Background: an optimization exercise with open tools, aiming at small area. Do not read the settings as production practice. Only simulation tests tie the RTL to the original design; equivalence was not proved. Power figures rest on the tool's default switching activity, not on a simulated workload.

==> lagoon: inputs <==
==> flow/design.v (excerpt) <==
module reg_file_sb #(
  parameter int DATA_W   = 32,
  parameter int ADDR_W   = 5,
  parameter int LINK_REG = 31   
) (
  input  logic                     CLK,
  input  logic                     RST_n,
  input  logic [ADDR_W-1:0]        ReadAddr1,
  input  logic [ADDR_W-1:0]        ReadAddr2,
  output logic [DATA_W-1:0]        RegBusA,
  output logic [DATA_W-1:0]        RegBusB,
  input  logic                     RegWrite,
  input  logic [ADDR_W-1:0]        WriteAddr,
  input  logic [DATA_W-1:0]        WBData,
  input  logic                     JAL,
  input  logic [DATA_W-1:0]        pcadd4,
  input  logic                     Issue,
  input  logic [ADDR_W-1:0]        IssueAddr,
  output logic                     Stall,
  output logic [(1<<ADDR_W)-1:0]   PendingMask
);
  localparam int NREGS = 1 << ADDR_W;
  logic [DATA_W-1:0] regs_reg [1:NREGS-1];
  logic [NREGS-1:0]  valid_reg;
  logic [NREGS-1:0]  pending_reg;
  logic [NREGS-1:0]  wb_hit;
  logic [NREGS-1:0]  jal_hit;
  logic [NREGS-1:0]  issue_hit;
  logic [NREGS-1:0]  wr_en;
  logic [NREGS-1:0]  stall_mask;
  logic [NREGS-1:0]  sel_a, sel_b;
  logic              fwd_wb_a, fwd_wb_b, fwd_pc_a, fwd_pc_b;
  generate
    for (genvar gi = 0; gi < NREGS; gi++) begin : g_reg
      assign wb_hit[gi]    = RegWrite && (WriteAddr == ADDR_W'(gi)) && (gi != 0);
      assign jal_hit[gi]   = JAL && (gi == LINK_REG);
  ...
==> module reg_file_sb, before the edit <==
module reg_file_sb #(
  parameter int DATA_W   = 32,
  parameter int ADDR_W   = 5,
  parameter int LINK_REG = 31   
) (
  input  logic                     CLK,
  input  logic                     RST_n,
  input  logic [ADDR_W-1:0]        ReadAddr1,
  input  logic [ADDR_W-1:0]        ReadAddr2,
  output logic [DATA_W-1:0]        RegBusA,
  output logic [DATA_W-1:0]        RegBusB,
  input  logic                     RegWrite,
  input  logic [ADDR_W-1:0]        WriteAddr,
  input  logic [DATA_W-1:0]        WBData,
  input  logic                     JAL,
  input  logic [DATA_W-1:0]        pcadd4,
  input  logic                     Issue,
  input  logic [ADDR_W-1:0]        IssueAddr,
  output logic                     Stall,
  output logic [(1<<ADDR_W)-1:0]   PendingMask
);
  localparam int NREGS = 1 << ADDR_W;
  logic [DATA_W-1:0] regs_reg [1:NREGS-1];
  logic [NREGS-1:0]  valid_reg;
  logic [NREGS-1:0]  pending_reg;
  logic [NREGS-1:0]  wb_hit;
  logic [NREGS-1:0]  jal_hit;
  logic [NREGS-1:0]  issue_hit;
  logic [NREGS-1:0]  wr_en;
  logic [NREGS-1:0]  stall_mask;
  logic [NREGS-1:0]  sel_a, sel_b;
  logic              fwd_wb_a, fwd_wb_b, fwd_pc_a, fwd_pc_b;
  generate
    for (genvar gi = 0; gi < NREGS; gi++) begin : g_reg
      assign wb_hit[gi]    = RegWrite && (WriteAddr == ADDR_W'(gi)) && (gi != 0);
      assign jal_hit[gi]   = JAL && (gi == LINK_REG);
      assign issue_hit[gi] = Issue && (IssueAddr == ADDR_W'(gi)) && (gi != 0);
      assign wr_en[gi]     = wb_hit[gi] || jal_hit[gi];
    end
  endgenerate
  always_ff @(posedge CLK) begin
    for (int i = 1; i < NREGS; i++) begin
      if (jal_hit[i])     regs_reg[i] <= pcadd4;
      else if (wb_hit[i]) regs_reg[i] <= WBData;
    end
  end
  always_ff @(posedge CLK or negedge RST_n) begin
    if (!RST_n) valid_reg <= '0;
    else        valid_reg <= valid_reg | wr_en;
  end
  always_ff @(posedge CLK or negedge RST_n) begin
    if (!RST_n) pending_reg <= '0;
    else        pending_reg <= issue_hit | (pending_reg & ~wr_en);
  end
  always_comb begin
    for (int i = 0; i < NREGS; i++) begin
      sel_a[i] = (ReadAddr1 == ADDR_W'(i)) && valid_reg[i] && !wr_en[i] && (i != 0);
      sel_b[i] = (ReadAddr2 == ADDR_W'(i)) && valid_reg[i] && !wr_en[i] && (i != 0);
    end
    fwd_pc_a = JAL && (ReadAddr1 == ADDR_W'(LINK_REG));
    fwd_pc_b = JAL && (ReadAddr2 == ADDR_W'(LINK_REG));
    fwd_wb_a = RegWrite && (ReadAddr1 == WriteAddr) && (ReadAddr1 != '0) && !fwd_pc_a;
    fwd_wb_b = RegWrite && (ReadAddr2 == WriteAddr) && (ReadAddr2 != '0) && !fwd_pc_b;
  end
  always_comb begin
    RegBusA = ({DATA_W{fwd_pc_a}} & pcadd4) | ({DATA_W{fwd_wb_a}} & WBData);
    RegBusB = ({DATA_W{fwd_pc_b}} & pcadd4) | ({DATA_W{fwd_wb_b}} & WBData);
    for (int i = 1; i < NREGS; i++) begin
      RegBusA = RegBusA | ({DATA_W{sel_a[i]}} & regs_reg[i]);
      RegBusB = RegBusB | ({DATA_W{sel_b[i]}} & regs_reg[i]);
    end
  end
  assign stall_mask = pending_reg & ~(wr_en & ~issue_hit);
  assign Stall = ((ReadAddr1 != '0) && stall_mask[ReadAddr1]) ||
                 ((ReadAddr2 != '0) && stall_mask[ReadAddr2]);
  assign PendingMask = pending_reg;
endmodule
clock: 10.0 ns
lec_check: 0
cap_margin: 20
core_margin: 2
core_utilization: 40
cts_buf_list: sky130_fd_sc_hd__clkbuf_8
cts_cluster_diameter: 60
cts_cluster_size: 16
slew_margin: 20
run.sh (not shown) runs the stock make flow with config.mk's settings and CLKGATE_MAP_FILE= SYNTH_SCRIPT=/design/flow/synth_recipe.tcl, a recipe that flattens the netlist after the stock synthesis.
==> inputs of tundra, as changes to lagoon <==
==> flow/design.v (replaced) <==
module reg_file_sb #(
  parameter int DATA_W   = 32,
  parameter int ADDR_W   = 5,
  parameter int LINK_REG = 31   
) (
  input  logic                     CLK,
  input  logic                     RST_n,
  input  logic [ADDR_W-1:0]        ReadAddr1,
  input  logic [ADDR_W-1:0]        ReadAddr2,
  output logic [DATA_W-1:0]        RegBusA,
  output logic [DATA_W-1:0]        RegBusB,
  input  logic                     RegWrite,
  input  logic [ADDR_W-1:0]        WriteAddr,
  input  logic [DATA_W-1:0]        WBData,
  input  logic                     JAL,
  input  logic [DATA_W-1:0]        pcadd4,
  input  logic                     Issue,
  input  logic [ADDR_W-1:0]        IssueAddr,
  output logic                     Stall,
  output logic [(1<<ADDR_W)-1:0]   PendingMask
);
  localparam int NREGS = 1 << ADDR_W;
  logic [DATA_W-1:0] regs_reg [NREGS];
  logic [DATA_W-1:0] wr_data  [NREGS];
  logic [NREGS-1:0]  pending_reg;
  logic [NREGS-1:0]  pending_next;
  logic [NREGS-1:0]  wb_hit;
  logic [NREGS-1:0]  jal_hit;
  logic [NREGS-1:0]  issue_hit;
  logic [NREGS-1:0]  wr_en;
  logic [NREGS-1:0]  stall_mask;
  logic [DATA_W-1:0] rd_a;
  logic [DATA_W-1:0] rd_b;
  generate
    for (genvar gi = 0; gi < NREGS; gi++) begin : g_reg
      assign wb_hit[gi]    = RegWrite && (WriteAddr == ADDR_W'(gi)) && (gi != 0);
      assign jal_hit[gi]   = JAL && (gi == LINK_REG);
      assign issue_hit[gi] = Issue && (IssueAddr == ADDR_W'(gi)) && (gi != 0);
      assign wr_en[gi]     = wb_hit[gi] || jal_hit[gi];
      assign wr_data[gi]   = jal_hit[gi] ? pcadd4 : WBData;
      assign pending_next[gi] = issue_hit[gi] ||
                                (pending_reg[gi] && !wb_hit[gi] && !jal_hit[gi]);
    end
  endgenerate
  always_ff @(posedge CLK or negedge RST_n) begin
    if (!RST_n) begin
      for (int i = 0; i < NREGS; i++) regs_reg[i] <= '0;
    end else begin
      for (int i = 0; i < NREGS; i++) begin
        if (wr_en[i]) regs_reg[i] <= wr_data[i];
      end
    end
  end
  always_ff @(posedge CLK or negedge RST_n) begin
    if (!RST_n) pending_reg <= '0;
    else        pending_reg <= pending_next;
  end
  always_comb begin
    rd_a       = regs_reg[ReadAddr1];
    rd_b       = regs_reg[ReadAddr2];
    stall_mask = pending_reg;
    if (wr_en[ReadAddr1]) rd_a = wr_data[ReadAddr1];
    if (wr_en[ReadAddr2]) rd_b = wr_data[ReadAddr2];
    stall_mask = pending_reg & ~((wb_hit | jal_hit) & ~issue_hit);
  end
  always_comb begin
    RegBusA     = (ReadAddr1 == '0) ? '0 : rd_a;
    RegBusB     = (ReadAddr2 == '0) ? '0 : rd_b;
    Stall       = ((ReadAddr1 != '0) && stall_mask[ReadAddr1]) ||
                  ((ReadAddr2 != '0) && stall_mask[ReadAddr2]);
    PendingMask = pending_reg;
  end
endmodule
--- a/flow/config.mk
+++ b/flow/config.mk
@@ -8,7 +8,4 @@
 export CAP_MARGIN = 20
 export CORE_MARGIN = 2
 export CORE_UTILIZATION = 40
-export CTS_BUF_LIST = sky130_fd_sc_hd__clkbuf_8
-export CTS_CLUSTER_DIAMETER = 60
-export CTS_CLUSTER_SIZE = 16
 export SLEW_MARGIN = 20
==> inputs of ember, as changes to lagoon <==
--- a/flow/config.mk
+++ b/flow/config.mk
@@ -8,7 +8,4 @@
 export CAP_MARGIN = 20
 export CORE_MARGIN = 2
 export CORE_UTILIZATION = 40
-export CTS_BUF_LIST = sky130_fd_sc_hd__clkbuf_8
-export CTS_CLUSTER_DIAMETER = 60
-export CTS_CLUSTER_SIZE = 16
 export SLEW_MARGIN = 20
==> summary.txt <==
status=complete, no violations; clk slew on worst S/H paths=about 0.06 ns; Clock Power Share=42.5%; post-place setup slack=between 1.5 and 2 ns; met3 usage=between 10% and 20%; met3 wire length=roughly 42000 um
-- figures above: ember

==> summary.txt <==
Root Buffer=clkbuf_8; clk slew on worst S/H paths=about 0.08 ns; status=complete, no violations; fillcell total=roughly 10000; Clock Power Share=around a third; met3 wire length=41900 um; met3 usage=approximately 15%
-- figures above: lagoon

==> summary.txt <==
area leader, netlist=dfrtp_1; Iteration-0 DRC Markers=11100; Clock Power Share=around 36%; status=complete, no violations; post-place setup slack=0.835 ns; met3 usage=19.0%; met3 wire length=47900 um
-- figures above: tundra

==> port drivers added, routing unchanged <==
The flow's constraints put no driver on any port. The routed layouts listed below were extracted and timed again, unchanged, in two steps.
Step 1, drivers: a clkbuf_16 drives CLK and a buf_2 each remaining input, both assumed.
Step 2 adds t to the input delays and takes it off the output delays; t is the mean of the earliest and latest rising clock arrival at the registers after step 1. Input paths then give back, and output paths get back, about the clock's delay inside the block.
a / b / c = no drivers / after step 1 / after step 2; a / b = the first two.
run	t (ns)	setup slack, ns	worst hold slack (ns)	worst register clock-pin slew, ns	pins driven straight from the clock port
lagoon	0.879	1.479 / 1.455 / 1.455	0.480 / 0.480 / 0.480	0.11 / 0.11	1
tundra	0.792	0.273 / 0.245 / 0.245	0.498 / 0.498 / 0.498	0.07 / 0.07	1
ember	0.787	1.477 / 1.451 / 1.451	0.473 / 0.473 / 0.473	0.07 / 0.07	1
After both steps every run listed still meets setup and hold. For tundra, which loses most, drivers alone change the setup slack by -0.028 ns; drivers and shift together by -0.028 ns.
